Context: an optimization exercise on an open-source flow, tuned for small area, a short achievable clock period and few clock cycles per item. The choices shown serve that exercise and are no tape-out recipe.
In this exercise RTL edits were held to simulation tests only and were not proved equivalent to the original.

File: flow/design.v
`default_nettype none
module sha512_round
(
	input  wire logic             clk,
	input  wire logic [6:0]       c,          
	input  wire logic             adv,        
	input  wire logic             t_en,       
	input  wire logic             do_ff,      
	input  wire logic             ld_iv,      
	input  wire logic             ffp,        
	input  wire logic             hc_en,      
	input  wire logic             blk_first,  
	input  wire logic             blk_last,   
	input  wire logic             w_shift,    
	input  wire logic             w_sched,    
	input  wire logic [63:0]      in_word,    
	input  wire logic [2:0]       rd_idx,
	output logic      [63:0]      rd_data
);
	localparam int WordW = 64;
	localparam logic [8*WordW-1:0] IV_FLAT = {
		64'h6a09e667f3bcc908, 64'hbb67ae8584caa73b, 64'h3c6ef372fe94f82b,
		64'ha54ff53a5f1d36f1, 64'h510e527fade682d1, 64'h9b05688c2b3e6c1f,
		64'h1f83d9abfb41bd6b, 64'h5be0cd19137e2179};
	localparam logic [80*WordW-1:0] K_FLAT = {
		64'h428a2f98d728ae22, 64'h7137449123ef65cd, 64'hb5c0fbcfec4d3b2f, 64'he9b5dba58189dbbc,
		64'h3956c25bf348b538, 64'h59f111f1b605d019, 64'h923f82a4af194f9b, 64'hab1c5ed5da6d8118,
		64'hd807aa98a3030242, 64'h12835b0145706fbe, 64'h243185be4ee4b28c, 64'h550c7dc3d5ffb4e2,
		64'h72be5d74f27b896f, 64'h80deb1fe3b1696b1, 64'h9bdc06a725c71235, 64'hc19bf174cf692694,
		64'he49b69c19ef14ad2, 64'hefbe4786384f25e3, 64'h0fc19dc68b8cd5b5, 64'h240ca1cc77ac9c65,
		64'h2de92c6f592b0275, 64'h4a7484aa6ea6e483, 64'h5cb0a9dcbd41fbd4, 64'h76f988da831153b5,
		64'h983e5152ee66dfab, 64'ha831c66d2db43210, 64'hb00327c898fb213f, 64'hbf597fc7beef0ee4,
		64'hc6e00bf33da88fc2, 64'hd5a79147930aa725, 64'h06ca6351e003826f, 64'h142929670a0e6e70,
		64'h27b70a8546d22ffc, 64'h2e1b21385c26c926, 64'h4d2c6dfc5ac42aed, 64'h53380d139d95b3df,
		64'h650a73548baf63de, 64'h766a0abb3c77b2a8, 64'h81c2c92e47edaee6, 64'h92722c851482353b,
		64'ha2bfe8a14cf10364, 64'ha81a664bbc423001, 64'hc24b8b70d0f89791, 64'hc76c51a30654be30,
		64'hd192e819d6ef5218, 64'hd69906245565a910, 64'hf40e35855771202a, 64'h106aa07032bbd1b8,
		64'h19a4c116b8d2d0c8, 64'h1e376c085141ab53, 64'h2748774cdf8eeb99, 64'h34b0bcb5e19b48a8,
		64'h391c0cb3c5c95a63, 64'h4ed8aa4ae3418acb, 64'h5b9cca4f7763e373, 64'h682e6ff3d6b2b8a3,
		64'h748f82ee5defb2fc, 64'h78a5636f43172f60, 64'h84c87814a1f0ab72, 64'h8cc702081a6439ec,
		64'h90befffa23631e28, 64'ha4506cebde82bde9, 64'hbef9a3f7b2c67915, 64'hc67178f2e372532b,
		64'hca273eceea26619c, 64'hd186b8c721c0c207, 64'heada7dd6cde0eb1e, 64'hf57d4f7fee6ed178,
		64'h06f067aa72176fba, 64'h0a637dc5a2c898a6, 64'h113f9804bef90dae, 64'h1b710b35131c471b,
		64'h28db77f523047d84, 64'h32caab7b40c72493, 64'h3c9ebe0a15c9bebc, 64'h431d67c49c100d4c,
		64'h4cc5d4becb3e42b6, 64'h597f299cfc657e2a, 64'h5fcb6fab3ad6faec, 64'h6c44198c4a475817};
	function automatic logic [WordW-1:0] rotr(input logic [WordW-1:0] x, input int n);
		rotr = (x >> n) | (x << (WordW - n));
	endfunction
	function automatic logic [WordW-1:0] iv(input int i);
		iv = IV_FLAT[(7 - i)*WordW +: WordW];
	endfunction
	logic [WordW-1:0] v_q [8];    
	logic [WordW-1:0] hc_q [8];   
	logic [WordW-1:0] w_q [16];   
	logic [WordW-1:0] t_q;        
	logic [WordW-1:0] s0, s1, ch, mj, a_n, e_n, w_new, k_c, h_sel, t_d;
	logic [WordW-1:0] iv_a, iv_e, add_a, add_e, sum_a, sum_e;
	always_comb begin
		s1 = rotr(v_q[4], 14) ^ rotr(v_q[4], 18) ^ rotr(v_q[4], 41);
		ch = (v_q[4] & v_q[5]) ^ (~v_q[4] & v_q[6]);
		s0 = rotr(v_q[0], 28) ^ rotr(v_q[0], 34) ^ rotr(v_q[0], 39);
		mj = (v_q[0] & v_q[1]) ^ (v_q[0] & v_q[2]) ^ (v_q[1] & v_q[2]);
		a_n = t_q + s1 + ch + s0 + mj;
		e_n = v_q[3] + t_q + s1 + ch;
	end
	always_comb begin
		w_new = (rotr(w_q[14], 19) ^ rotr(w_q[14], 61) ^ (w_q[14] >> 6)) + w_q[9]
			+ (rotr(w_q[1], 1) ^ rotr(w_q[1], 8) ^ (w_q[1] >> 7)) + w_q[0];
	end
	always_comb begin
		k_c = (c < 7'd80) ? K_FLAT[(7'd79 - c)*WordW +: WordW] : '0;
		if (c != 7'd0) h_sel = v_q[6];
		else if (!ffp) h_sel = v_q[7];
		else if (blk_last) h_sel = iv(7);
		else h_sel = hc_q[6];
		t_d = h_sel + k_c + w_q[15];
	end
	always_comb begin
		case (c[1:0])
			2'd2: begin iv_a = iv(3); iv_e = iv(7); end    
			2'd3: begin iv_a = iv(2); iv_e = iv(6); end    
			2'd0: begin iv_a = iv(1); iv_e = iv(5); end    
			default: begin iv_a = iv(0); iv_e = iv(4); end  
		endcase
		if (c == 7'd0) begin iv_a = iv(0); iv_e = iv(4); end
		add_a = blk_first ? iv_a : hc_q[3];
		add_e = blk_first ? iv_e : hc_q[7];
		sum_a = v_q[0] + add_a;
		sum_e = v_q[4] + add_e;
	end
	assign rd_data = hc_q[rd_idx];
	always_ff @(posedge clk) begin
		if (w_shift) begin
			for (int i = 0; i < 15; i++) w_q[i] <= w_q[i + 1];
			w_q[15] <= w_sched ? w_new : in_word;
		end
		if (t_en) t_q <= t_d;
		if (hc_en) begin
			hc_q[0] <= sum_a; hc_q[1] <= hc_q[0]; hc_q[2] <= hc_q[1]; hc_q[3] <= hc_q[2];
			hc_q[4] <= sum_e; hc_q[5] <= hc_q[4]; hc_q[6] <= hc_q[5]; hc_q[7] <= hc_q[6];
		end
		if (adv) begin
			v_q[7] <= v_q[6]; v_q[6] <= v_q[5]; v_q[5] <= v_q[4];
			v_q[4] <= e_n;
			v_q[3] <= v_q[2]; v_q[2] <= v_q[1]; v_q[1] <= v_q[0];
			v_q[0] <= a_n;
		end else if ((do_ff && blk_last) || ld_iv) begin
			for (int i = 0; i < 8; i++) v_q[i] <= iv(i);
		end else if (do_ff) begin
			v_q[0] <= sum_a; v_q[1] <= hc_q[0]; v_q[2] <= hc_q[1]; v_q[3] <= hc_q[2];
			v_q[4] <= sum_e; v_q[5] <= hc_q[4]; v_q[6] <= hc_q[5]; v_q[7] <= hc_q[6];
		end
	end
endmodule
`default_nettype wire
`default_nettype none
module sha512_hash_top
(
	input  wire logic        clk,
	input  wire logic        arst_n,
	input  wire logic        s_axis_tvalid,
	output logic             s_axis_tready,
	input  wire logic [63:0] s_axis_tdata,   
	input  wire logic [3:0]  s_axis_tuser,   
	input  wire logic        s_axis_tlast,   
	output logic             m_axis_tvalid,
	input  wire logic        m_axis_tready,
	output logic [63:0]      m_axis_tdata,   
	output logic [2:0]       m_axis_tuser,   
	output logic             m_axis_tlast    
);
	logic [6:0] c_q;          
	logic ffp_q;              
	logic ldiv_q;             
	logic w0_q;               
	logic blk_first_q;        
	logic blk_last_q;         
	logic nxt_first_q;        
	logic msg_start_q;        
	logic [3:0] wib_q;        
	logic [57:0] wcnt_q;      
	logic [2:0] rem_q;        
	logic pad_q;              
	logic need80_q;           
	logic len_room_q;         
	logic opend_q;            
	logic [2:0] oidx_q;
	logic [3:0] nb;
	logic [63:0] keep, mark, in_word, len_bits;
	logic take_w0, start_ok, in_slot, avail, take, acc, adv, start, do_ff, len_word;
	logic w_shift, w_sched, t_en, hc_en, ld_iv;
	assign nb = (!s_axis_tlast || s_axis_tuser > 4'd8) ? 4'd8 : s_axis_tuser;
	assign len_bits = {wcnt_q, rem_q, 3'b000};
	assign len_word = pad_q && !need80_q && len_room_q && wib_q == 4'd15;
	always_comb begin
		keep = (nb == 4'd0) ? 64'd0 : ~(64'hFFFF_FFFF_FFFF_FFFF >> {nb, 3'b000});
		mark = (nb == 4'd8) ? 64'd0 : (64'h80 << (7'd56 - {nb, 3'b000}));
		if (!pad_q) in_word = (s_axis_tdata & keep) | mark;
		else if (need80_q) in_word = 64'h8000_0000_0000_0000;
		else if (len_word) in_word = len_bits;
		else in_word = 64'd0;
	end
	always_comb begin
		take_w0 = !w0_q && (c_q == 7'd0 || c_q == 7'd79 || c_q == 7'd80);
		start_ok = (c_q == 7'd0) && w0_q;
		in_slot = (c_q >= 7'd1 && c_q <= 7'd14) || start_ok || take_w0;
		avail = pad_q || s_axis_tvalid;
		take = in_slot && avail;
		s_axis_tready = in_slot && !pad_q;
		acc = s_axis_tvalid && s_axis_tready;
		start = start_ok && avail;
		do_ff = (c_q == 7'd0) && ffp_q;
		adv = (c_q != 7'd0) && !(c_q <= 7'd14 && !avail) && !(c_q == 7'd78 && opend_q);
		w_sched = (c_q >= 7'd15 && c_q <= 7'd78);
		w_shift = take || (adv && w_sched);
		t_en = adv || start;
		hc_en = (adv && c_q >= 7'd78) || do_ff;
		ld_iv = (c_q == 7'd0) && !ffp_q && ldiv_q;
	end
	sha512_round u_round (
		.clk(clk), .c(c_q), .adv(adv), .t_en(t_en), .do_ff(do_ff), .ld_iv(ld_iv),
		.ffp(ffp_q), .hc_en(hc_en), .blk_first(blk_first_q), .blk_last(blk_last_q),
		.w_shift(w_shift), .w_sched(w_sched), .in_word(in_word),
		.rd_idx(oidx_q), .rd_data(m_axis_tdata)
	);
	always_ff @(posedge clk or negedge arst_n) begin
		if (!arst_n) begin
			c_q <= '0;
			ffp_q <= 1'b0;
			ldiv_q <= 1'b1;
			w0_q <= 1'b0;
			blk_first_q <= 1'b0;
			blk_last_q <= 1'b0;
			nxt_first_q <= 1'b0;
			msg_start_q <= 1'b1;
			wib_q <= '0;
			wcnt_q <= '0;
			rem_q <= '0;
			pad_q <= 1'b0;
			need80_q <= 1'b0;
			len_room_q <= 1'b0;
			opend_q <= 1'b0;
			oidx_q <= '0;
		end else begin
			if (ld_iv) ldiv_q <= 1'b0;
			if (start) begin
				c_q <= 7'd1;
				w0_q <= 1'b0;
				blk_first_q <= nxt_first_q;
			end else if (adv) begin
				if (c_q == 7'd80) begin
					c_q <= 7'd0;
					ffp_q <= 1'b1;
				end else begin
					c_q <= c_q + 7'd1;
				end
			end
			if (do_ff) begin
				ffp_q <= 1'b0;
				if (blk_last_q) opend_q <= 1'b1;
			end
			if (take) begin
				wib_q <= wib_q + 4'd1;
				if (wib_q == 4'd0) begin
					w0_q <= 1'b1;
					nxt_first_q <= msg_start_q;
					msg_start_q <= 1'b0;
				end
				if (wib_q == 4'd15) blk_last_q <= len_word;
				if (!pad_q) begin
					wcnt_q <= wcnt_q + 58'(nb[3]);
					if (s_axis_tlast) begin
						pad_q <= 1'b1;
						rem_q <= nb[2:0];
						need80_q <= (nb == 4'd8);
						len_room_q <= (wib_q != 4'd14);
					end
				end else begin
					need80_q <= 1'b0;
					if (need80_q) begin
						len_room_q <= (wib_q != 4'd14);
					end else if (wib_q == 4'd15) begin
						if (len_room_q) begin
							pad_q <= 1'b0;
							msg_start_q <= 1'b1;
							wcnt_q <= '0;
						end else begin
							len_room_q <= 1'b1;
						end
					end
				end
			end
			if (opend_q && m_axis_tready) begin
				oidx_q <= oidx_q + 3'd1;
				if (oidx_q == 3'd7) opend_q <= 1'b0;
			end
		end
	end
	assign m_axis_tvalid = opend_q;
	assign m_axis_tuser = oidx_q;
	assign m_axis_tlast = (oidx_q == 3'd7);
endmodule
`default_nettype wire
File: flow/run.sh
#!/bin/bash
# synth_recipe.tcl (not shown) runs the flow's synth.tcl, then flattens the netlist and writes it again
# the make line also repeats each setting of config.mk as NAME=value (left out here)
make -C /OpenROAD-flow-scripts/flow DESIGN_CONFIG=/design/flow/config.mk WORK_HOME=/design/flow/orfs CLKGATE_MAP_FILE= SYNTH_SCRIPT=/design/flow/synth_recipe.tcl finish
File: flow/config.mk
export PLATFORM = sky130hd
export DESIGN_NAME = sha512_hash_top
export DESIGN_NICKNAME = sha512_hash_top
export VERILOG_FILES = /design/flow/design.v
export SDC_FILE = /design/flow/constraint.sdc
export NUM_CORES = 4
export LEC_CHECK = 0
export CAP_MARGIN = 20
export CORE_MARGIN = 2
export CORE_UTILIZATION = 30
export SETUP_SLACK_MARGIN = 0.3
export SLEW_MARGIN = 20
File: flow/constraint.sdc
create_clock -name core_clock -period 16.0 [get_ports {clk}]
set_input_delay 3.2000 -clock core_clock [delete_from_list [all_inputs] [get_ports {clk}]]
set_output_delay 3.2000 -clock core_clock [all_outputs]
set_load 0.01 [all_outputs]
==> run_results.csv, run 1 <==
group,metric,value,unit
synth,yosysTopAreaCell,"edfxtp_1",
detailed_routing,vias,95200,
critical_path,path_max_fanout,50,
grt,overflow,0,
critical_path,cp-start-kind,"flop",
synth,synth_edf_count,2112,
layout,drive_above_1_share,0.0721,
critical_path,required,12.80,ns
placed_design,globalplace.congestion,1.04,
clock_tree,post_cts_buffers,0,
floorplan,die_area,0.428,sq mm
synth,synthTopCellsByArea,"edfxtp_1 50%, fa_1 8.0%, xnor2_1 4.5%, nand2_1 4.3%, ha_1 3.9%",
floorplan,pin_count,143,
critical_path,worst-setup-path-type,"flop to primary output",
synth,synth_area,0.127,sq mm
placed_design,dpl.hpwl,385000,um
sta,post-route-min-period,8.71,ns
grt,grt_pass1_wl,710000,um
layout,fin_util,0.340,
sta,period_share,0.545,
grt,first_global_vias,88800,
detailed_routing,drtAntennaViolNets,0,
clock_tree,clock_latency,1.01,ns
detailed_routing,first_pass_iters,9,
synth,synth.distinct_cells,101,
flow_run,maxCapViolations,0,
synth,yosys_warnings,5,
synth,synth_ff_type,"edfxtp_1",
sta,finalHoldViolCount,0,
sta,finalClockSkew,0.0981,ns
synth,syn-num-nets,12400,
critical_path,crit_chain,"inv_1 > ha_2 > buf_4 > nor2_1 > nand2_4 > buf_4 > nor2_1 > a41oi_1 > clkdlybuf4s50_1",
sta,max_freq,115,MHz
critical_path,cpMaxStageDelayCell,"buf_4",
layout,fill_cells,41900,
clock_tree,cts-resized-gates,0,
layout,final_common_cell,"edfxtp_1",
floorplan,initial_core_util,0.302,
sta,worst_slew_pin_slew,1.26,ns
critical_path,cp.arrival,5.51,ns
clock_tree,cts_max_path_buffers,4,
clock_tree,cts_tree,"built",
status,status,"no timing/DRC/antenna violations",
clock_tree,cts_buffers,229,
layout,finalNetCount,12300,
synth,syn_area_per_cell,11.2,sq um
clock_tree,cts-root-buf,"clkbuf_16",
sta,rsz0062_at_grt,"false",
clock_tree,clkSinkCount,2198,
synth,syn_inst,11400,
grt,antenna_found_initial,35,
layout,syn_to_final_growth,12.6,%
synth,ys_async_sr_fraction,0.0391,
min_path,hold_class,"flop to flop",
floorplan,core_area,0.420,sq mm
synth,synth-seq-cells,2198,
grt,grt_max_degree,196,
floorplan,rows,238,
critical_path,max_stage_delay,0.76,ns
detailed_routing,routed_wl,516000,um
detailed_routing,drc_errors,0,
floorplan,die_y,654,um
detailed_routing,viasPerCell,5.56,
clock_tree,ctsHtreeMaxLevel,4,
sta,slew_viol_final,0,
critical_path,crit_path_end_kind,"primary output",
clock_tree,clkSlewWorstSetupHoldPaths,0.08,ns
grt,grt_util_all_layers,0.234,
placed_design,io_buffers,142,
floorplan,die_w,654,um
clock_tree,hold_buffers,0,
synth,netlist.area_leader.share,0.500,
detailed_routing,drt_iter0_markers,13900,
layout,postLayoutCellArea,0.143,sq mm
layout,final_cell_mix,"2112 x edfxtp_1, 1451 x nand2_1, 844 x o21ai_0",
detailed_routing,post_drt_wl_per_cell,30.1,um
synth,yosysSeqAreaShare,0.517,
sta,slew_headroom,0.152,
placed_design,dpl-instance-area,0.135,sq mm
sta,setup_viol,0,
-- sequential cells by signal, summed over array words and instances (netlist names), 3 cells and up --
name          count
u_round.w_q    1024
u_round.v_q     512
wcnt_q           58
u_round.hc_q    512
wib_q             4
u_round.t_q      64
oidx_q            3
c_q               7
rem_q             3
-- per-stage QoR --
step	setup TNS (ns)	hold WS, ns	setup slack [ns]	cells
2_1_floorplan	-4957.04	0.400	-4.84	11400
6_report	0	0.409	7.29	17100
5_1_grt	0	0.405	7.22	17100
4_1_cts	0	0.400	7.26	17100
3_3_place_gp	0	0.400	7.65	16700
3_5_place_dp	0	0.405	7.63	16700
-- synth_stat cells (13+ instances only) --
master,count
inv_1,712
a21o_1,249
xor2_1,281
mux2_2,127
ha_1,400
nand2_1,1459
nand3_1,298
o221ai_1,26
a22oi_1,28
o21a_1,76
and3_1,61
o31ai_1,26
a2111oi_0,13
a21oi_1,761
a41oi_1,84
nor2b_1,65
nand2b_1,62
a211o_1,16
o211ai_1,43
a221o_1,22
dfrtp_1,84
o21bai_1,81
o22ai_1,88
o2111ai_1,16
mux2i_1,67
a22o_1,28
buf_1,69
a211oi_1,54
a31oi_1,82
fa_1,506
nor3_1,74
a21boi_0,17
and2_1,30
o21ai_0,857
edfxtp_1,2112
a221oi_1,97
xnor2_1,645
clkbuf_1,623
nand4_1,70
nor2_1,608
or3_1,32
a222oi_1,65
maj3_1,33
or2_2,28
-- logic make-up (layout without fill, tap and decap cells) --
group                      after synthesis  after routing  synth area share
DFF                                   2198           2198             0.517
other                                    0             18                 0
muxes                                  194            194            0.0166
xor gates and xnor gates               926            926            0.0639
and+or+nand+nor                       2844           2844            0.0969
buffers and inverters                 1412           1506            0.0418
adders and majority gates              939            939             0.122
AOI/OAI and AO/OA                     2860           2860             0.142
-- cell type report --
class,count,area [sq um],area share
Sequential cell,2198,65600,0.459
Timing Repair Buffer,366,3220,0.0225
Antenna cell,18,45.0,0.000315
Tap cell,5640,7060,0.0494
Multi-Input combinational cell,7763,56200,0.393
Clock inverter,147,2000,0.0140
Clock buffer,277,6050,0.0423
Inverter,716,2690,0.0188
-- worst paths after layout --
kind	slack, ns	depth (start not counted)	to	from
min in group asynchronous	2.31	1	wcnt_q[28]	arst_n
setup / recovery	7.29	9	m_axis_tdata[62]	oidx_q[1]
max in group asynchronous	12.27	2	blk_first_q	arst_n
setup reg to reg	7.65	23	u_round.t_q[57]	c_q[4]
hold reg to reg	0.41	0	u_round.w_q[12][9]	u_round.w_q[13][9]
hold / removal	0.41	0	u_round.w_q[12][9]	u_round.w_q[13][9]
-- worst max-delay path, delay by kind of cell (launching register included) --
family | cells | cell delay [ns]
buffers and inverters | 4 | 2.09
adders and majority gates | 1 | 0.16
and+or+nand+nor | 3 | 0.90
DFF | 1 | 0.43
AOI/OAI and AO/OA | 1 | 0.76
-- layer usage --
metal	GRT usage	vias to the layer above	wire (um)
met5	0	-	190
met4	0.124	28	33100
met3	0.0525	1137	53800
met2	0.344	5700	218000
met1	0.321	47700	211000
li1	-	40600	-
Testbench counts, summed over its fixed seeds: cycles 54,836, blocks 676.
==> run 2: changes to the inputs <==
--- a/flow/design.v
+++ b/flow/design.v
@@ -6,12 +6,11 @@
 	input  wire logic             adv,        
 	input  wire logic             t_en,       
 	input  wire logic             do_ff,      
-	input  wire logic             ld_iv,      
 	input  wire logic             ffp,        
 	input  wire logic             hc_en,      
 	input  wire logic             blk_first,  
 	input  wire logic             blk_last,   
-	input  wire logic             w_shift,    
+	input  wire logic             rot,        
 	input  wire logic             w_sched,    
 	input  wire logic [63:0]      in_word,    
 	input  wire logic [2:0]       rd_idx,
@@ -54,14 +53,23 @@
 	logic [WordW-1:0] w_q [16];   
 	logic [WordW-1:0] t_q;        
 	logic [WordW-1:0] s0, s1, ch, mj, a_n, e_n, w_new, k_c, h_sel, t_d;
+	logic [WordW-1:0] p1s, p1c, p2s, p2c, p3s, p3c, p4s, p4c;
 	logic [WordW-1:0] iv_a, iv_e, add_a, add_e, sum_a, sum_e;
 	always_comb begin
 		s1 = rotr(v_q[4], 14) ^ rotr(v_q[4], 18) ^ rotr(v_q[4], 41);
 		ch = (v_q[4] & v_q[5]) ^ (~v_q[4] & v_q[6]);
 		s0 = rotr(v_q[0], 28) ^ rotr(v_q[0], 34) ^ rotr(v_q[0], 39);
 		mj = (v_q[0] & v_q[1]) ^ (v_q[0] & v_q[2]) ^ (v_q[1] & v_q[2]);
-		a_n = t_q + s1 + ch + s0 + mj;
-		e_n = v_q[3] + t_q + s1 + ch;
+		p1s = t_q ^ s1 ^ ch;
+		p1c = ((t_q & s1) | (t_q & ch) | (s1 & ch)) << 1;
+		p2s = p1s ^ p1c ^ s0;
+		p2c = ((p1s & p1c) | (p1s & s0) | (p1c & s0)) << 1;
+		p3s = p2s ^ p2c ^ mj;
+		p3c = ((p2s & p2c) | (p2s & mj) | (p2c & mj)) << 1;
+		p4s = p1s ^ p1c ^ v_q[3];
+		p4c = ((p1s & p1c) | (p1s & v_q[3]) | (p1c & v_q[3])) << 1;
+		a_n = p3s + p3c;
+		e_n = p4s + p4c;
 	end
 	always_comb begin
 		w_new = (rotr(w_q[14], 19) ^ rotr(w_q[14], 61) ^ (w_q[14] >> 6)) + w_q[9]
@@ -69,8 +77,7 @@
 	end
 	always_comb begin
 		k_c = (c < 7'd80) ? K_FLAT[(7'd79 - c)*WordW +: WordW] : '0;
-		if (c != 7'd0) h_sel = v_q[6];
-		else if (!ffp) h_sel = v_q[7];
+		if (c != 7'd0 || !ffp) h_sel = v_q[6];
 		else if (blk_last) h_sel = iv(7);
 		else h_sel = hc_q[6];
 		t_d = h_sel + k_c + w_q[15];
@@ -90,10 +97,10 @@
 	end
 	assign rd_data = hc_q[rd_idx];
 	always_ff @(posedge clk) begin
-		if (w_shift) begin
-			for (int i = 0; i < 15; i++) w_q[i] <= w_q[i + 1];
-			w_q[15] <= w_sched ? w_new : in_word;
-		end
+		for (int i = 0; i < 15; i++) w_q[i] <= w_q[i + 1];
+		if (rot) w_q[15] <= w_q[0];
+		else if (w_sched) w_q[15] <= w_new;
+		else w_q[15] <= in_word;
 		if (t_en) t_q <= t_d;
 		if (hc_en) begin
 			hc_q[0] <= sum_a; hc_q[1] <= hc_q[0]; hc_q[2] <= hc_q[1]; hc_q[3] <= hc_q[2];
@@ -104,11 +111,14 @@
 			v_q[4] <= e_n;
 			v_q[3] <= v_q[2]; v_q[2] <= v_q[1]; v_q[1] <= v_q[0];
 			v_q[0] <= a_n;
-		end else if ((do_ff && blk_last) || ld_iv) begin
+		end else if (do_ff && blk_last) begin
 			for (int i = 0; i < 8; i++) v_q[i] <= iv(i);
 		end else if (do_ff) begin
 			v_q[0] <= sum_a; v_q[1] <= hc_q[0]; v_q[2] <= hc_q[1]; v_q[3] <= hc_q[2];
 			v_q[4] <= sum_e; v_q[5] <= hc_q[4]; v_q[6] <= hc_q[5]; v_q[7] <= hc_q[6];
+		end else begin
+			for (int i = 1; i < 8; i++) v_q[i] <= v_q[i - 1];
+			v_q[0] <= v_q[7];
 		end
 	end
 endmodule
@@ -131,7 +141,9 @@
 );
 	logic [6:0] c_q;          
 	logic ffp_q;              
-	logic ldiv_q;             
+	logic nodig_q;            
+	logic [3:0] rc_q;         
+	logic [2:0] ph_q;         
 	logic w0_q;               
 	logic blk_first_q;        
 	logic blk_last_q;         
@@ -147,8 +159,8 @@
 	logic [2:0] oidx_q;
 	logic [3:0] nb;
 	logic [63:0] keep, mark, in_word, len_bits;
-	logic take_w0, start_ok, in_slot, avail, take, acc, adv, start, do_ff, len_word;
-	logic w_shift, w_sched, t_en, hc_en, ld_iv;
+	logic w0_slot, start_ok, in_slot, avail, take, acc, adv, start, do_ff, len_word;
+	logic rot, w_sched, t_en, hc_en;
 	assign nb = (!s_axis_tlast || s_axis_tuser > 4'd8) ? 4'd8 : s_axis_tuser;
 	assign len_bits = {wcnt_q, rem_q, 3'b000};
 	assign len_word = pad_q && !need80_q && len_room_q && wib_q == 4'd15;
@@ -161,36 +173,40 @@
 		else in_word = 64'd0;
 	end
 	always_comb begin
-		take_w0 = !w0_q && (c_q == 7'd0 || c_q == 7'd79 || c_q == 7'd80);
-		start_ok = (c_q == 7'd0) && w0_q;
-		in_slot = (c_q >= 7'd1 && c_q <= 7'd14) || start_ok || take_w0;
+		do_ff = (c_q == 7'd0) && ffp_q;
+		w0_slot = !w0_q && ((c_q == 7'd80) || (c_q == 7'd0 && !ffp_q && ph_q == 3'd7));
+		start_ok = (c_q == 7'd0) && w0_q && (rc_q == 4'd0);
+		in_slot = (c_q >= 7'd1 && c_q <= 7'd14 && rc_q == 4'd0) || start_ok || w0_slot;
 		avail = pad_q || s_axis_tvalid;
 		take = in_slot && avail;
 		s_axis_tready = in_slot && !pad_q;
 		acc = s_axis_tvalid && s_axis_tready;
 		start = start_ok && avail;
-		do_ff = (c_q == 7'd0) && ffp_q;
-		adv = (c_q != 7'd0) && !(c_q <= 7'd14 && !avail) && !(c_q == 7'd78 && opend_q);
+		rot = (rc_q != 4'd0)
+			|| (c_q >= 7'd1 && c_q <= 7'd14 && !avail)
+			|| (c_q == 7'd78 && opend_q)
+			|| (start_ok && !avail);
+		adv = (c_q != 7'd0) && !rot;
 		w_sched = (c_q >= 7'd15 && c_q <= 7'd78);
-		w_shift = take || (adv && w_sched);
 		t_en = adv || start;
 		hc_en = (adv && c_q >= 7'd78) || do_ff;
-		ld_iv = (c_q == 7'd0) && !ffp_q && ldiv_q;
 	end
 	sha512_round u_round (
-		.clk(clk), .c(c_q), .adv(adv), .t_en(t_en), .do_ff(do_ff), .ld_iv(ld_iv),
+		.clk(clk), .c(c_q), .adv(adv), .t_en(t_en), .do_ff(do_ff),
 		.ffp(ffp_q), .hc_en(hc_en), .blk_first(blk_first_q), .blk_last(blk_last_q),
-		.w_shift(w_shift), .w_sched(w_sched), .in_word(in_word),
+		.rot(rot), .w_sched(w_sched), .in_word(in_word),
 		.rd_idx(oidx_q), .rd_data(m_axis_tdata)
 	);
 	always_ff @(posedge clk or negedge arst_n) begin
 		if (!arst_n) begin
 			c_q <= '0;
-			ffp_q <= 1'b0;
-			ldiv_q <= 1'b1;
+			ffp_q <= 1'b1;
+			nodig_q <= 1'b1;
+			rc_q <= '0;
+			ph_q <= '0;
 			w0_q <= 1'b0;
 			blk_first_q <= 1'b0;
-			blk_last_q <= 1'b0;
+			blk_last_q <= 1'b1;
 			nxt_first_q <= 1'b0;
 			msg_start_q <= 1'b1;
 			wib_q <= '0;
@@ -202,7 +218,8 @@
 			opend_q <= 1'b0;
 			oidx_q <= '0;
 		end else begin
-			if (ld_iv) ldiv_q <= 1'b0;
+			if (rot) rc_q <= rc_q + 4'd1;
+			ph_q <= do_ff ? 3'd1 : ph_q + 3'd1;
 			if (start) begin
 				c_q <= 7'd1;
 				w0_q <= 1'b0;
@@ -217,7 +234,8 @@
 			end
 			if (do_ff) begin
 				ffp_q <= 1'b0;
-				if (blk_last_q) opend_q <= 1'b1;
+				nodig_q <= 1'b0;
+				if (blk_last_q && !nodig_q) opend_q <= 1'b1;
 			end
 			if (take) begin
 				wib_q <= wib_q + 4'd1;
==> flow/flow/run.sh (new file) <==
#!/bin/bash
# The standard layout, with timing repair aiming at a larger setup slack
# than the default margin so that the achieved period comes out shorter.
# The clock period and constraints stay the design's own.
set -uo pipefail
MARGIN=10
sed -e "s/SETUP_SLACK_MARGIN=[0-9.]*/SETUP_SLACK_MARGIN=${MARGIN}/" standard.sh > standard_margin.sh
bash standard_margin.sh > make_flow.log 2>&1
==> flow/standard.sh (new file) <==
#!/bin/bash
# synth_recipe.tcl (not shown) runs the flow's synth.tcl, then flattens the netlist and writes it again
# the make line also repeats each setting of config.mk as NAME=value (left out here)
make -C /OpenROAD-flow-scripts/flow DESIGN_CONFIG=/design/flow/config.mk WORK_HOME=/design/flow/orfs CLKGATE_MAP_FILE= SYNTH_SCRIPT=/design/flow/synth_recipe.tcl "${@:-finish}"
removed: flow/run.sh
==> run 2 against run 1 <==
Net effect:
- global-route usage up 4.0 points
- design area is 5.5% lower
- utilization grew 2.6 points
- clock skew up 0.032 ns
- critical path type unchanged
==> run_results.csv, run 2 <==
group,metric,value,unit
status,status,"no timing/DRC/antenna violations",
sta,period_share,0.404,
grt,antenna_found_initial,42,
synth,synthTopCellsByArea,"dfxtp_1 28%, edfxtp_1 16%, fa_1 8.0%, xnor2_1 5.5%, nand2_1 4.9%",
sta,slew_viol_final,0,
grt,grt_max_degree,146,
layout,finalNetCount,12400,
layout,largest_register_ffs,1024,
detailed_routing,post_drt_wl_per_cell,32.4,um
sta,slew_headroom,0.153,
synth,synth_area,0.111,sq mm
critical_path,path_max_fanout,7,
synth,synth-seq-cells,2205,
synth,syn-num-nets,12200,
sta,post-route-min-period,6.46,ns
sta,rsz0062_at_grt,"true",
floorplan,core_area,0.369,sq mm
clock_tree,ctsHtreeMaxLevel,4,
synth,yosys_warnings,5,
detailed_routing,routed_wl,539000,um
sta,hold_slack,0.223,ns
floorplan,die_w,613,um
critical_path,cp.arrival,3.26,ns
synth,syn_area_per_cell,9.90,sq um
synth,syn_inst,11200,
grt,first_global_vias,88300,
clock_tree,clkSlewWorstSetupHoldPaths,0.07,ns
placed_design,dpl.hpwl,380000,um
floorplan,rows,223,
clock_tree,cts-root-buf,"clkbuf_16",
clock_tree,cts_max_path_buffers,4,
critical_path,worst-setup-path-type,"flop to primary output",
critical_path,crit_path_end_kind,"primary output",
clock_tree,cts_tree,"built",
layout,final_common_cell,"dfxtp_1",
grt,overflow,0,
floorplan,die_area,0.376,sq mm
detailed_routing,viasPerCell,5.68,
detailed_routing,drtAntennaViolNets,0,
detailed_routing,drt_iter0_markers,13300,
flow_run,maxCapViolations,0,
layout,reg_top3,"u_round.w_q x1024, u_round.hc_q x512, u_round.v_q x512",
placed_design,globalplace.congestion,1.06,
floorplan,die_y,613,um
synth,synth_most_common_cell,"dfxtp_1",
sta,finalClockSkew,0.130,ns
layout,final_cell_mix,"1496 x dfxtp_1, 1412 x nand2_1, 866 x o21ai_0",
synth,synth.distinct_cells,102,
critical_path,cp-start-kind,"flop",
layout,drive_above_1_share,0.150,
placed_design,io_buffers,142,
grt,grt_pass1_wl,723000,um
min_path,hold_class,"flop to flop",
floorplan,initial_core_util,0.301,
synth,yosysSeqAreaShare,0.453,
synth,netlist.area_leader.share,0.276,
clock_tree,cts_buffers,229,
clock_tree,clock_latency,0.99,ns
synth,netlist_top_cells_count,"1536 x dfxtp_1, 1467 x nand2_1, 940 x o21ai_0, 700 x a21oi_1, 693 x xnor2_1",
sta,max_freq,155,MHz
floorplan,pin_count,143,
grt,grt_util_all_layers,0.274,
detailed_routing,vias,94300,
sta,fin_setup_tns,0,ns
detailed_routing,drc_errors,0,
sta,finalHoldViolCount,0,
sta,setup_viol,0,
layout,syn_to_final_growth,21.3,%
clock_tree,clkSinkCount,2205,
synth,ys_async_sr_fraction,0.0422,
clock_tree,hold_buffers,0,
synth,synth_ff_type,"dfxtp_1",
layout,regMostFlops,"u_round.w_q",
synth,yosysTopAreaCell,"dfxtp_1",
detailed_routing,first_pass_iters,10,
critical_path,required,12.80,ns
sta,worst_slew_pin_slew,1.26,ns
synth,synth_edf_count,576,
run 2: cell count changes in the layout (fill, tap and decap cells not counted), moves of 66 or more:
cell | before | now
edfxtp_1 | 2112 | 576
dfxtp_1 | 0 | 1496
inv_1 | 712 | 470
nand3_1 | 296 | 124
nand3b_1 | 5 | 164
nor2_1 | 597 | 472
a21oi_1 | 761 | 656
buf_4 | 213 | 317
buf_6 | 1 | 85
clkdlybuf4s50_1 | 141 | 75
run 2: path summary, 6_finish.rpt:
path,endpoint,startpoint,cells past startpoint,slack [ns]
min in group asynchronous,wcnt_q[37],arst_n,1,2.34
max in group asynchronous,c_q[2],arst_n,2,12.09
worst max-delay path,m_axis_tdata[25],oidx_q[0],10,9.54
worst max register to register,u_round.t_q[60],c_q[4],25,9.78
worst min-delay path,u_round.w_q[3][44],u_round.w_q[4][44],0,0.22
worst min register to register,u_round.w_q[3][44],u_round.w_q[4][44],0,0.22
run 2: cell type report:
| type | count | area (sq um) |
|---|---|---|
| timing repair buffer | 700 | 8630 |
| multi-input combinational | 7826 | 59900 |
| fill | 36600 | 234000 |
| tap | 4950 | 6190 |
| antenna | 22 | 55.1 |
| clock inverter | 110 | 1150 |
| clock buffer | 321 | 6690 |
| inverter | 482 | 1860 |
| sequential | 2205 | 50500 |
run 2: through the flow:
step           std cells  instance area (sq um)   util  setup WS (ns)
5_1_grt            16600                 135000  0.365           9.53
3_3_place_gp       15800                 118000  0.320           7.92
3_5_place_dp       15800                 118000  0.320           7.93
6_report           16600                 135000  0.366           9.54
2_1_floorplan      11200                 111000      -           7.81
4_1_cts            16500                 132000  0.357           9.55
run 2: logic make-up after synthesis:
| family | count (synthesis) | synth area share |
|---|---|---|
| xor gates and xnor gates | 925 | 0.0729 |
| adders and majority gates | 905 | 0.130 |
| and+or+nand+nor | 2871 | 0.116 |
| AOI/OAI and AO/OA | 2922 | 0.167 |
| muxes | 197 | 0.0193 |
| DFF | 2205 | 0.453 |
| buffers and inverters | 1216 | 0.0411 |
run 2: layer usage:
layer	GRT usage	share of wire
met5	0	0.00028
met4	0.177	0.085
met3	0.0744	0.11
met2	0.416	0.42
met1	0.342	0.38
run 2: critical path, stage by stage, from the launching register on:
cell and delay (ns):
dfrtp_2 0.44, ha_4 0.19, ha_4 0.22, nor3_4 0.24
buf_6 0.15, nand2_8 0.06, buf_16 0.17, buf_16 0.19
buf_16 0.16, a41oi_4 0.25, buf_2 0.17
run 2: repair_timing:
item,4_1_cts,5_1_grt
pin swaps,144,180
resized for setup,932,384
setup buffers,168,120
cloned,54,16
endpoints found under the setup margin,503,355
Testbench counts of run 2, summed over its fixed seeds: cycles 54,884, blocks 676.

port drivers added, routing unchanged:
The results above use ideal ports. As a check the final layouts listed here were re-extracted and re-timed, cells and wires unchanged.
Step 1: set_driving_cell puts a clkbuf_16 on clk and a buf_2 on each other input, an assumption about the parent block.
Step 2 times the ports against the registers' clock, not the clock port: input delays grow and output delays shrink by t, the midpoint of the rising clock arrivals with the driver on.
Three values: no drivers, after step 1, after step 2; two values: the first two.
run | shift t [ns] | slack for setup (ns) | hold WS [ns]
run 1 | 1.070 | 7.287 / 7.179 / 7.472 | 0.409 / 0.409 / 0.409
run 2 | 1.030 | 9.542 / 9.438 / 9.116 | 0.223 / 0.223 / 0.223
After both steps setup and hold are still met in every run listed. For run 2, which loses most, drivers alone change the setup slack by -0.104 ns; drivers and shift together by -0.426 ns.
